What follows belongs to an exercise in optimizing a design on an open flow for a short achievable clock period and few clock cycles per item; a production flow would make more cautious choices. Where RTL was checked, it was by simulation tests only, not by an equivalence proof against the original.

==> trial 95 <==
Design lc3Core, start of the top module:
module lc3Core
#(
    parameter logic [15:0] resetPc = 16'h3000
)(
    input  logic         clk,
    input  logic         reset,
    input  logic [15:0]  memRData,
    output logic [15:0]  memAddr,
    output logic [15:0]  memWData,
    output logic         memWe,
    output logic [15:0]  pc,
    output logic         retire,
    output logic [127:0] regView,
    output logic [2:0]   nzp
);
    logic        started;    
    logic [15:0] addrR;      
    logic [15:0] addrOut;    
    logic        weR;        
    logic [15:0] wdR;        
    logic        memCyc;     
    logic        ldCyc;      
    logic [2:0]  ldDr;       
    logic [15:0] memNextPc;  
    logic [15:0] ir;         
    logic        irValid;
    logic [15:0] irAddr;
    logic [15:0] irPc1;      
    logic [15:0] pcRel;      
    logic        irTaken;    
    logic [15:0] opA;        
    logic [15:0] opB;        
    logic [15:0] opS;        
    logic        useB;       
    logic        oOff6;      
    logic        oAdd, oAnd, oNot, oBr, oJmp, oPcMem, oStore, oLoad, oWb;
    logic [7:0][15:0] regs;
    logic [7:0][15:0] regOut;
    logic [2:0]  nzpR;
    logic [2:0]  nzpOut;
    logic [15:0] pcR;
    logic        retireR;
    assign memAddr  = addrOut;
    assign memWData = wdR;
    assign memWe    = weR;
    assign pc       = pcR;
    assign retire   = retireR;
    assign regView  = regOut;
    assign nzp      = nzpOut;
    logic        exec, execMem, redirect, weE, stHit;
    logic [15:0] sum, other, result, ea;
    logic        sumZero, otherZero, sumCout;
    assign exec     = irValid && !memCyc;
    assign execMem  = exec && (oLoad || oStore);
    assign redirect = exec && oJmp;
    assign weE      = exec && oWb;
    lc3AddKs #(.W(16), .CIN(1'b0)) addSum (.a(opA), .b(opB), .s(sum), .cout(sumCout));
    lc3SumZero sumZero0 (.a(opA), .b(opB), .z(sumZero));
    always_comb
    begin
        other = pcRel;  
        if (oAnd)
  ...
clock: 8.0 ns
lec_check: 0
abc_clock_period_in_ps: 1000
cap_margin: 20
core_margin: 2
core_utilization: 40
slew_margin: 20
synth_hierarchical: 1
standard.sh (not shown) runs the stock make flow with config.mk's settings and CLKGATE_MAP_FILE= SYNTH_SCRIPT=/design/flow/synth_recipe.tcl, a recipe that flattens the netlist after the stock synthesis.
==> flow/flow/run.sh <==
#!/bin/bash
set -euo pipefail
export SETUP_SLACK_MARGIN=6.5
bash standard.sh > standard.log 2>&1
==> trial 9: changes against trial 95 <==
==> flow/run.sh (new file) <==
#!/bin/bash
# synth_recipe.tcl (not shown) runs the flow's synth.tcl, then flattens the netlist and writes it again
# the make line also repeats each setting of config.mk as NAME=value (left out here)
make -C /OpenROAD-flow-scripts/flow DESIGN_CONFIG=/design/flow/config.mk WORK_HOME=/design/flow/orfs CLKGATE_MAP_FILE= SYNTH_SCRIPT=/design/flow/synth_recipe.tcl finish
--- a/flow/config.mk
+++ b/flow/config.mk
@@ -4,10 +4,11 @@
 export VERILOG_FILES = /design/flow/design.v
 export SDC_FILE = /design/flow/constraint.sdc
 export NUM_CORES = 4
 export LEC_CHECK = 0
 export ABC_CLOCK_PERIOD_IN_PS = 1000
 export CAP_MARGIN = 20
 export CORE_MARGIN = 2
 export CORE_UTILIZATION = 40
+export SETUP_SLACK_MARGIN = 5
 export SLEW_MARGIN = 20
 export SYNTH_HIERARCHICAL = 1
removed: flow/flow/run.sh
removed: flow/standard.sh
==> build 57: changes against trial 95 <==
--- a/flow/design.v
+++ b/flow/design.v
@@ -14,16 +14,42 @@
 )(
     input  logic         sel,
     input  logic [W-1:0] a,
     input  logic [W-1:0] b,
     output logic [W-1:0] y
 );
     assign y = sel ? b : a;
 endmodule
+module lc3AndOr3
+(
+    input  logic        s0,
+    input  logic [15:0] d0,
+    input  logic        s1,
+    input  logic [15:0] d1,
+    input  logic        s2,
+    input  logic [15:0] d2,
+    output logic [15:0] y
+);
+    assign y = ({16{s0}} & d0) | ({16{s1}} & d1) | ({16{s2}} & d2);
+endmodule
+module lc3AndOr4
+(
+    input  logic        s0,
+    input  logic [15:0] d0,
+    input  logic        s1,
+    input  logic [15:0] d1,
+    input  logic        s2,
+    input  logic [15:0] d2,
+    input  logic        s3,
+    input  logic [15:0] d3,
+    output logic [15:0] y
+);
+    assign y = ({16{s0}} & d0) | ({16{s1}} & d1) | ({16{s2}} & d2) | ({16{s3}} & d3);
+endmodule
 module lc3AddKs
 #(
     parameter int W   = 16,
     parameter bit CIN = 1'b0
 )(
     input  logic [W-1:0] a,
     input  logic [W-1:0] b,
     output logic [W-1:0] s,
@@ -74,51 +100,55 @@
 );
     assign y = sel ? b : a;
 endmodule
 module lc3BrCond
 (
     input  logic        oAdd,      
     input  logic        sumN,
     input  logic        sumZ,
-    input  logic        otherN,
-    input  logic        otherZ,
+    input  logic        oAnd,      
+    input  logic        oNot,
+    input  logic        andN,
+    input  logic        andZ,
+    input  logic        notN,
+    input  logic        notZ,
+    input  logic        leaN,
+    input  logic        leaZ,
     input  logic        weE,       
     input  logic [2:0]  nzpR,      
     input  logic [3:0]  fOp,       
     input  logic [2:0]  fMask,
     input  logic        block,     
     input  logic        memCyc,
     input  logic        ldCyc,
     input  logic [15:0] ldData,
     input  logic        oBr,       
     input  logic [2:0]  irMask,
     input  logic        stHit,     
     output logic [2:0]  nzpNext,   
     output logic        mTaken,    
     output logic        takeM,     
     output logic        take       
 );
-    logic       n, z, pre, tR, tOther, tZ, tM, t1, t0;
+    logic       n, z, otherN, otherZ, pre, tR;
+    assign otherN = oAnd ? andN : oNot ? notN : leaN;
+    assign otherZ = oAnd ? andZ : oNot ? notZ : leaZ;
     logic [2:0] nzpE, nzpLd, nzpMem;
     assign n = oAdd ? sumN : otherN;
     assign z = oAdd ? sumZ : otherZ;
     assign nzpE   = weE ? {n, z, !n && !z} : nzpR;
     assign nzpLd  = ldData[15] ? 3'b100 : (ldData == 16'h0000) ? 3'b010 : 3'b001;
     assign nzpMem = ldCyc ? nzpLd : nzpR;
     assign nzpNext = memCyc ? nzpMem : nzpE;
     assign mTaken = oBr && |(irMask & nzpMem);
-    assign pre    = !block && fOp == 4'b0000;
-    assign tR     = |(fMask & nzpR);
-    assign tOther = otherN ? fMask[2] : otherZ ? fMask[1] : fMask[0];
-    assign tZ     = sumZ ? fMask[1] : fMask[0];
-    assign takeM  = memCyc && mTaken && !stHit;
-    assign t1 = !memCyc && pre && (weE ? (oAdd ? fMask[2] : tOther) : tR);
-    assign t0 = !memCyc && pre && (weE ? (oAdd ? tZ : tOther) : tR);
-    lc3Mux1 takeMux (.sel(sumN), .a(t0), .b(t1), .y(take));
+    assign takeM = memCyc && !stHit && oBr && !ldCyc && |(irMask & nzpR);
+    assign pre  = !block && !memCyc && !weE && fOp == 4'b0000;
+    assign tR   = |(fMask & nzpR);
+    assign take = pre && tR;
 endmodule
 `timescale 1ns/100ps
 module lc3Core
 #(
     parameter logic [15:0] resetPc = 16'h3000
 )(
     input  logic         clk,
     input  logic         reset,
@@ -134,90 +164,108 @@
     logic        started;    
     logic [15:0] addrR;      
     logic [15:0] addrOut;    
     logic        weR;        
     logic [15:0] wdR;        
     logic        memCyc;     
     logic        ldCyc;      
     logic [2:0]  ldDr;       
+    logic [7:0]  ldWe;       
     logic [15:0] memNextPc;  
     logic [15:0] ir;         
     logic        irValid;
     logic [15:0] irAddr;
     logic [15:0] irPc1;      
     logic [15:0] pcRel;      
-    logic        irTaken;    
+    logic        pcRelZ;     
+    logic        irDefer;    
     logic [15:0] opA;        
     logic [15:0] opB;        
     logic [15:0] opS;        
     logic        useB;       
     logic        oOff6;      
     logic        oAdd, oAnd, oNot, oBr, oJmp, oPcMem, oStore, oLoad, oWb;
+    logic        kAnd, kNot;   
     logic [7:0][15:0] regs;
     logic [7:0][15:0] regOut;
     logic [2:0]  nzpR;
     logic [2:0]  nzpOut;
     logic [15:0] pcR;
     logic        retireR;
     assign memAddr  = addrOut;
     assign memWData = wdR;
     assign memWe    = weR;
     assign pc       = pcR;
     assign retire   = retireR;
     assign regView  = regOut;
     assign nzp      = nzpOut;
     logic        exec, execMem, redirect, weE, stHit;
-    logic [15:0] sum, other, result, ea;
-    logic        sumZero, otherZero, sumCout;
+    logic [15:0] sum, other, result;
+    logic        sumZero, sumCout;
     assign exec     = irValid && !memCyc;
     assign execMem  = exec && (oLoad || oStore);
-    assign redirect = exec && oJmp;
+    assign redirect = exec && (oJmp || (oBr && irDefer && |(ir[11:9] & nzpR)));
     assign weE      = exec && oWb;
     lc3AddKs #(.W(16), .CIN(1'b0)) addSum (.a(opA), .b(opB), .s(sum), .cout(sumCout));
     lc3SumZero sumZero0 (.a(opA), .b(opB), .z(sumZero));
     always_comb
     begin
         other = pcRel;  
         if (oAnd)
             other = opA & opB;
         else if (oNot)
             other = ~opA;
     end
-    assign otherZero = other == 16'h0000;
+    logic [15:0] andV;
+    logic        andZ, notZ;
+    assign andV = opA & opB;
+    assign andZ = andV == 16'h0000;
+    assign notZ = opA == 16'hffff;
     lc3Mux16 resMux (.sel(oAdd), .a(other), .b(sum), .y(result));
     assign stHit = weR && irValid && (addrR == irAddr);
     logic [3:0]  fOp;
     logic [2:0]  fS1, fS2, fSd;
     logic        fImm, fOff6;
     logic [15:0] fPc1, fPcRel;
     logic [2:0]  nzpNext;
     logic        take, takeM, mTaken;
     assign fOp   = memRData[15:12];
     assign fS1   = memRData[8:6];
     assign fS2   = memRData[2:0];
     assign fSd   = memRData[11:9];
     assign fOff6 = fOp == 4'b0110 || fOp == 4'b0111;
     assign fImm  = memRData[5];
+    logic [3:0] dOp;
+    logic       dImm, dOff6;
+    assign dOp   = memCyc ? ir[15:12] : fOp;
+    assign dImm  = memCyc ? ir[5] : fImm;
+    assign dOff6 = dOp == 4'b0110 || dOp == 4'b0111;
     assign fPc1 = addrR + 16'd1;
     logic [6:0] hiM, hiP;
     logic       c9;
     assign hiM = addrR[15:9] - 7'd1;
     assign hiP = addrR[15:9] + 7'd1;
     lc3AddKs #(.W(9), .CIN(1'b1)) addPcRel (.a(addrR[8:0]), .b(memRData[8:0]), .s(fPcRel[8:0]), .cout(c9));
     logic [6:0] hiC0, hiC1;
     assign hiC0 = memRData[8] ? hiM : addrR[15:9];
     assign hiC1 = memRData[8] ? addrR[15:9] : hiP;
     lc3MuxN #(.W(7)) hiMux (.sel(c9), .a(hiC0), .b(hiC1), .y(fPcRel[15:9]));
     lc3BrCond brCond (
         .oAdd    (oAdd),
         .sumN    (sum[15]),
         .sumZ    (sumZero),
-        .otherN  (other[15]),
-        .otherZ  (otherZero),
+        .oAnd    (kAnd),
+        .oNot    (kNot),
+        .andN    (andV[15]),
+        .andZ    (andZ),
+        .notN    (!opA[15]),
+        .notZ    (notZ),
+        .leaN    (pcRel[15]),
+        .leaZ    (pcRelZ),
         .weE     (weE),
         .nzpR    (nzpR),
         .fOp     (fOp),
         .fMask   (fSd),
         .block   (execMem || redirect || !started),
         .memCyc  (memCyc),
         .ldCyc   (ldCyc),
         .ldData  (memRData),
@@ -225,34 +273,38 @@
         .irMask  (ir[11:9]),
         .stHit   (stHit),
         .nzpNext (nzpNext),
         .mTaken  (mTaken),
         .takeM   (takeM),
         .take    (take)
     );
     logic [15:0] addrA0, addrA1, addrA2, addrNext;
+    logic seqNext;
+    assign seqNext = started && !memCyc && !redirect && !execMem;
     always_comb
     begin
         if (!started)
             addrA0 = addrR;
         else if (memCyc)
             addrA0 = stHit ? irAddr : irPc1;
         else
-            addrA0 = redirect ? opA : fPc1;
+            addrA0 = oJmp ? opA : pcRel;
     end
-    lc3Mux16 eaMux   (.sel(oPcMem),  .a(sum),    .b(pcRel),  .y(ea));
-    lc3Mux16 addrMx1 (.sel(execMem), .a(addrA0), .b(ea),     .y(addrA1));
+    lc3AndOr4 addrMx1 (.s0(execMem && oPcMem), .d0(pcRel),
+                       .s1(execMem && !oPcMem), .d1(sum),
+                       .s2(seqNext), .d2(fPc1),
+                       .s3(!execMem && !seqNext), .d3(addrA0), .y(addrA1));
     lc3Mux16 addrMx2 (.sel(takeM),   .a(addrA1), .b(pcRel),  .y(addrA2));
     lc3Mux16 addrMx3 (.sel(take),    .a(addrA2), .b(fPcRel), .y(addrNext));
     logic [7:0][15:0] regsHold, regsNext;
     always_comb
     begin
         for (int i = 0; i < 8; i++)
-            regsHold[i] = (memCyc && ldCyc && ldDr == 3'(i)) ? memRData : regs[i];
+            regsHold[i] = ldWe[i] ? memRData : regs[i];
     end
     for (genvar i = 0; i < 8; i++)
     begin : gWr
         lc3Mux16 wrMux (.sel(weE && ir[11:9] == 3'(i)), .a(regsHold[i]), .b(result), .y(regsNext[i]));
     end
     logic [2:0] nzpRNext;
     assign nzpRNext = nzpNext;
     logic [15:0] preA, preB, preS, opANext, opBNext, opSNext;
@@ -294,22 +346,25 @@
             addrR   <= resetPc;
             weR     <= 1'b0;
             memCyc  <= 1'b0;
             ldCyc   <= 1'b0;
             irValid <= 1'b0;
             retireR <= 1'b0;
             regs    <= '0;
             nzpR    <= 3'b000;
+            ldWe    <= '0;
         end
         else
         begin
             started <= 1'b1;
             addrR   <= addrNext;
             regs    <= regsNext;
+            for (int i = 0; i < 8; i++)
+                ldWe[i] <= execMem && oLoad && ir[11:9] == 3'(i);
             nzpR    <= nzpRNext;
             memCyc  <= execMem;
             weR     <= execMem && oStore;
             ldCyc   <= execMem && oLoad;
             retireR <= memCyc || (exec && !(oLoad || oStore));
             if (!started)
                 irValid <= 1'b0;
             else if (memCyc)
@@ -327,38 +382,38 @@
         regOut  <= regsNext;
         nzpOut  <= nzpRNext;
         opA     <= opANext;
         opB     <= opBNext;
         opS     <= opSNext;
         if (memCyc)
             pcR <= memNextPc;
         else if (exec && !(oLoad || oStore))
-            pcR <= redirect ? opA : (oBr && irTaken) ? pcRel : irPc1;
+            pcR <= redirect ? (oJmp ? opA : pcRel) : oBr ? addrR : irPc1;
         if (memCyc)
-            irTaken <= mTaken;
+            irDefer <= ldCyc;
         else
         begin
-            irTaken <= take;   
+            irDefer <= weE;
             ir      <= memRData;
             irAddr  <= addrR;
             irPc1   <= fPc1;
             pcRel   <= fPcRel;
-            oAdd    <= fOp == 4'b0001;
-            oAnd    <= fOp == 4'b0101;
-            oNot    <= fOp == 4'b1001;
-            oWb     <= fOp == 4'b0001 || fOp == 4'b0101 || fOp == 4'b1001 || fOp == 4'b1110;
-            oBr     <= fOp == 4'b0000;
-            oJmp    <= fOp == 4'b1100;
-            oPcMem  <= fOp == 4'b0010 || fOp == 4'b0011;
-            oStore  <= fOp == 4'b0011 || fOp == 4'b0111;
-            oLoad   <= fOp == 4'b0010 || fOp == 4'b0110;
-            useB    <= !fOff6 && !fImm;
-            oOff6   <= fOff6;
-        end
-        if (execMem)
-        begin
-            wdR       <= opS;
-            ldDr      <= ir[11:9];
-            memNextPc <= irPc1;
+            pcRelZ  <= {{7{memRData[8]}}, memRData[8:0]} == ~addrR;
         end
+        oAdd    <= dOp == 4'b0001;
+        oAnd    <= dOp == 4'b0101;
+        oNot    <= dOp == 4'b1001;
+        kAnd    <= dOp == 4'b0101 || dOp == 4'b0001;
+        kNot    <= dOp == 4'b1001 || dOp == 4'b0001;
+        oWb     <= dOp == 4'b0001 || dOp == 4'b0101 || dOp == 4'b1001 || dOp == 4'b1110;
+        oBr     <= dOp == 4'b0000;
+        oJmp    <= dOp == 4'b1100;
+        oPcMem  <= dOp == 4'b0010 || dOp == 4'b0011;
+        oStore  <= dOp == 4'b0011 || dOp == 4'b0111;
+        oLoad   <= dOp == 4'b0010 || dOp == 4'b0110;
+        useB    <= !dOff6 && !dImm;
+        oOff6   <= dOff6;
+        wdR       <= opS;
+        ldDr      <= ir[11:9];
+        memNextPc <= irPc1;
     end
 endmodule
==> flow/flow/run.sh (replaced) <==
#!/bin/bash
set -euo pipefail
export SETUP_SLACK_MARGIN=6
bash standard.sh > standard.log 2>&1
==> build 82: changes against trial 95 <==
--- a/flow/design.v
+++ b/flow/design.v
@@ -92,33 +92,37 @@
     input  logic        oBr,       
     input  logic [2:0]  irMask,
     input  logic        stHit,     
     output logic [2:0]  nzpNext,   
     output logic        mTaken,    
     output logic        takeM,     
     output logic        take       
 );
-    logic       n, z, pre, tR, tOther, tZ, tM, t1, t0;
+    logic       n, z, pre, tR, tOther, tN, tZ, tP, tZP, ldZ, tMz, tMnz;
     logic [2:0] nzpE, nzpLd, nzpMem;
     assign n = oAdd ? sumN : otherN;
     assign z = oAdd ? sumZ : otherZ;
     assign nzpE   = weE ? {n, z, !n && !z} : nzpR;
     assign nzpLd  = ldData[15] ? 3'b100 : (ldData == 16'h0000) ? 3'b010 : 3'b001;
     assign nzpMem = ldCyc ? nzpLd : nzpR;
     assign nzpNext = memCyc ? nzpMem : nzpE;
     assign mTaken = oBr && |(irMask & nzpMem);
-    assign pre    = !block && fOp == 4'b0000;
+    assign ldZ  = ldData == 16'h0000;
+    assign tMz  = memCyc && !stHit && oBr && (ldCyc ? irMask[1] : |(irMask & nzpR));
+    assign tMnz = memCyc && !stHit && oBr && (ldCyc ? (ldData[15] ? irMask[2] : irMask[0]) : |(irMask & nzpR));
+    lc3Mux1 takeMuxM (.sel(ldZ), .a(tMnz), .b(tMz), .y(takeM));
+    assign pre    = !block && !memCyc && fOp == 4'b0000;
     assign tR     = |(fMask & nzpR);
     assign tOther = otherN ? fMask[2] : otherZ ? fMask[1] : fMask[0];
-    assign tZ     = sumZ ? fMask[1] : fMask[0];
-    assign takeM  = memCyc && mTaken && !stHit;
-    assign t1 = !memCyc && pre && (weE ? (oAdd ? fMask[2] : tOther) : tR);
-    assign t0 = !memCyc && pre && (weE ? (oAdd ? tZ : tOther) : tR);
-    lc3Mux1 takeMux (.sel(sumN), .a(t0), .b(t1), .y(take));
+    assign tN = pre && (!weE ? tR : oAdd ? fMask[2] : tOther);
+    assign tZ = pre && (!weE ? tR : oAdd ? fMask[1] : tOther);
+    assign tP = pre && (!weE ? tR : oAdd ? fMask[0] : tOther);
+    lc3Mux1 takeMuxZ (.sel(sumZ), .a(tP), .b(tZ), .y(tZP));
+    lc3Mux1 takeMuxN (.sel(sumN), .a(tZP), .b(tN), .y(take));
 endmodule
 `timescale 1ns/100ps
 module lc3Core
 #(
     parameter logic [15:0] resetPc = 16'h3000
 )(
     input  logic         clk,
     input  logic         reset,
@@ -140,16 +144,17 @@
     logic        ldCyc;      
     logic [2:0]  ldDr;       
     logic [15:0] memNextPc;  
     logic [15:0] ir;         
     logic        irValid;
     logic [15:0] irAddr;
     logic [15:0] irPc1;      
     logic [15:0] pcRel;      
+    logic        pcRelZ;     
     logic        irTaken;    
     logic [15:0] opA;        
     logic [15:0] opB;        
     logic [15:0] opS;        
     logic        useB;       
     logic        oOff6;      
     logic        oAdd, oAnd, oNot, oBr, oJmp, oPcMem, oStore, oLoad, oWb;
     logic [7:0][15:0] regs;
@@ -177,46 +182,55 @@
     always_comb
     begin
         other = pcRel;  
         if (oAnd)
             other = opA & opB;
         else if (oNot)
             other = ~opA;
     end
-    assign otherZero = other == 16'h0000;
+    logic [15:0] andV;
+    logic        otherN;
+    assign andV      = opA & opB;
+    assign otherZero = oAnd ? andV == 16'h0000 : oNot ? opA == 16'hffff : pcRelZ;
+    assign otherN    = oAnd ? andV[15] : oNot ? !opA[15] : pcRel[15];
     lc3Mux16 resMux (.sel(oAdd), .a(other), .b(sum), .y(result));
     assign stHit = weR && irValid && (addrR == irAddr);
     logic [3:0]  fOp;
     logic [2:0]  fS1, fS2, fSd;
     logic        fImm, fOff6;
     logic [15:0] fPc1, fPcRel;
     logic [2:0]  nzpNext;
     logic        take, takeM, mTaken;
     assign fOp   = memRData[15:12];
     assign fS1   = memRData[8:6];
     assign fS2   = memRData[2:0];
     assign fSd   = memRData[11:9];
     assign fOff6 = fOp == 4'b0110 || fOp == 4'b0111;
     assign fImm  = memRData[5];
+    logic [3:0] dOp;
+    logic       dImm, dOff6;
+    assign dOp   = memCyc ? ir[15:12] : fOp;
+    assign dImm  = memCyc ? ir[5] : fImm;
+    assign dOff6 = dOp == 4'b0110 || dOp == 4'b0111;
     assign fPc1 = addrR + 16'd1;
     logic [6:0] hiM, hiP;
     logic       c9;
     assign hiM = addrR[15:9] - 7'd1;
     assign hiP = addrR[15:9] + 7'd1;
     lc3AddKs #(.W(9), .CIN(1'b1)) addPcRel (.a(addrR[8:0]), .b(memRData[8:0]), .s(fPcRel[8:0]), .cout(c9));
     logic [6:0] hiC0, hiC1;
     assign hiC0 = memRData[8] ? hiM : addrR[15:9];
     assign hiC1 = memRData[8] ? addrR[15:9] : hiP;
     lc3MuxN #(.W(7)) hiMux (.sel(c9), .a(hiC0), .b(hiC1), .y(fPcRel[15:9]));
     lc3BrCond brCond (
         .oAdd    (oAdd),
         .sumN    (sum[15]),
         .sumZ    (sumZero),
-        .otherN  (other[15]),
+        .otherN  (otherN),
         .otherZ  (otherZero),
         .weE     (weE),
         .nzpR    (nzpR),
         .fOp     (fOp),
         .fMask   (fSd),
         .block   (execMem || redirect || !started),
         .memCyc  (memCyc),
         .ldCyc   (ldCyc),
@@ -332,33 +346,31 @@
         if (memCyc)
             pcR <= memNextPc;
         else if (exec && !(oLoad || oStore))
             pcR <= redirect ? opA : (oBr && irTaken) ? pcRel : irPc1;
         if (memCyc)
             irTaken <= mTaken;
         else
         begin
-            irTaken <= take;   
+            irTaken <= take;
             ir      <= memRData;
             irAddr  <= addrR;
             irPc1   <= fPc1;
             pcRel   <= fPcRel;
-            oAdd    <= fOp == 4'b0001;
-            oAnd    <= fOp == 4'b0101;
-            oNot    <= fOp == 4'b1001;
-            oWb     <= fOp == 4'b0001 || fOp == 4'b0101 || fOp == 4'b1001 || fOp == 4'b1110;
-            oBr     <= fOp == 4'b0000;
-            oJmp    <= fOp == 4'b1100;
-            oPcMem  <= fOp == 4'b0010 || fOp == 4'b0011;
-            oStore  <= fOp == 4'b0011 || fOp == 4'b0111;
-            oLoad   <= fOp == 4'b0010 || fOp == 4'b0110;
-            useB    <= !fOff6 && !fImm;
-            oOff6   <= fOff6;
-        end
-        if (execMem)
-        begin
-            wdR       <= opS;
-            ldDr      <= ir[11:9];
-            memNextPc <= irPc1;
+            pcRelZ  <= {{7{memRData[8]}}, memRData[8:0]} == ~addrR;
         end
+        oAdd    <= dOp == 4'b0001;
+        oAnd    <= dOp == 4'b0101;
+        oNot    <= dOp == 4'b1001;
+        oWb     <= dOp == 4'b0001 || dOp == 4'b0101 || dOp == 4'b1001 || dOp == 4'b1110;
+        oBr     <= dOp == 4'b0000;
+        oJmp    <= dOp == 4'b1100;
+        oPcMem  <= dOp == 4'b0010 || dOp == 4'b0011;
+        oStore  <= dOp == 4'b0011 || dOp == 4'b0111;
+        oLoad   <= dOp == 4'b0010 || dOp == 4'b0110;
+        useB    <= !dOff6 && !dImm;
+        oOff6   <= dOff6;
+        wdR       <= opS;
+        ldDr      <= ir[11:9];
+        memNextPc <= irPc1;
     end
 endmodule
==> flow/flow/run.sh (replaced) <==
#!/bin/bash
set -euo pipefail
export SETUP_SLACK_MARGIN=6
bash standard.sh > standard.log 2>&1
==> results.cfg <==
[run_status]
status = finished clean

[layout]
n_clock_buffer = 70
design.seq.count = 486

[worst_setup_path]
r2r_end = addrOut[12]
# the run above: build 57

==> results.cfg <==
[layout]
buffers_excl_clock = 522
design.seq.count = 471

[run_status]
status = finished clean

[worst_setup_path]
r2r_end = addrR[4]

[power]
switching_share_pct = 40.2
# the run above: trial 95

==> results.cfg <==
[layout]
n_clock_buffer = 70
design.seq.count = 476

[power]
finalPower_mw = 14.1

[flow_run]
cap_violations = 0

[run_status]
status = finished clean

[clocking]
path_clk_slew_ps = 60

[worst_setup_path]
r2r_end = nzpR[1]

[sta]
finalWorstSetupSlack_ps = 4830
relSlewSlack_pct = 23.1
# the run above: build 82

==> results.cfg <==
[layout]
design.seq.count = 471

[sta]
timing.fmax_ghz = 0.292
relSlewSlack_pct = 35.8

[die]
die_y_um = 271

[run_status]
status = finished clean

[worst_setup_path]
r2r_end = addrOut[13]

[clocking]
cts_buffers = 52
# the run above: trial 9

Testbench counts of trial 95, summed over its fixed seeds: cycles 43,484, instructions 32,000.
Testbench counts of trial 9, summed over its fixed seeds: cycles 43,484, instructions 32,000.
Testbench counts of build 82, summed over its fixed seeds: cycles 43,484, instructions 32,000.
Only the layout flow was run in build 57; the RTL was not checked for function there.

[afterwards: timing with drivers on the ports]
In the flow no input, the clock included, has a driving cell. The finished layouts below were timed again as built, in two steps. Step 1: set_driving_cell puts a clkbuf_16 on clk and a buf_2 on each other input, an assumption about the parent block. Step 2 times the ports against the registers' clock, not the clock port: input delays grow and output delays shrink by t, the midpoint of the rising clock arrivals with the driver on. a / b / c = no drivers / after step 1 / after step 2; a / b = the first two.
| run | t (ns) | slack for setup (ns) | worst setup path after step 2 |
|---|---|---|---|
| trial 95 | 0.690 | 4.523 / 4.523 / 4.052 | input to register |
| trial 9 | 0.686 | 4.571 / 4.571 / 4.018 | input to register |
| build 57 | 0.689 | 5.019 / 5.038 / 4.349 | input to register |
| build 82 | 0.695 | 4.831 / 4.831 / 4.266 | input to register |
After both steps every run listed still meets setup and hold. The setup slack of build 57, which loses most, moves by +0.019 ns with the drivers and by -0.670 ns with both steps.
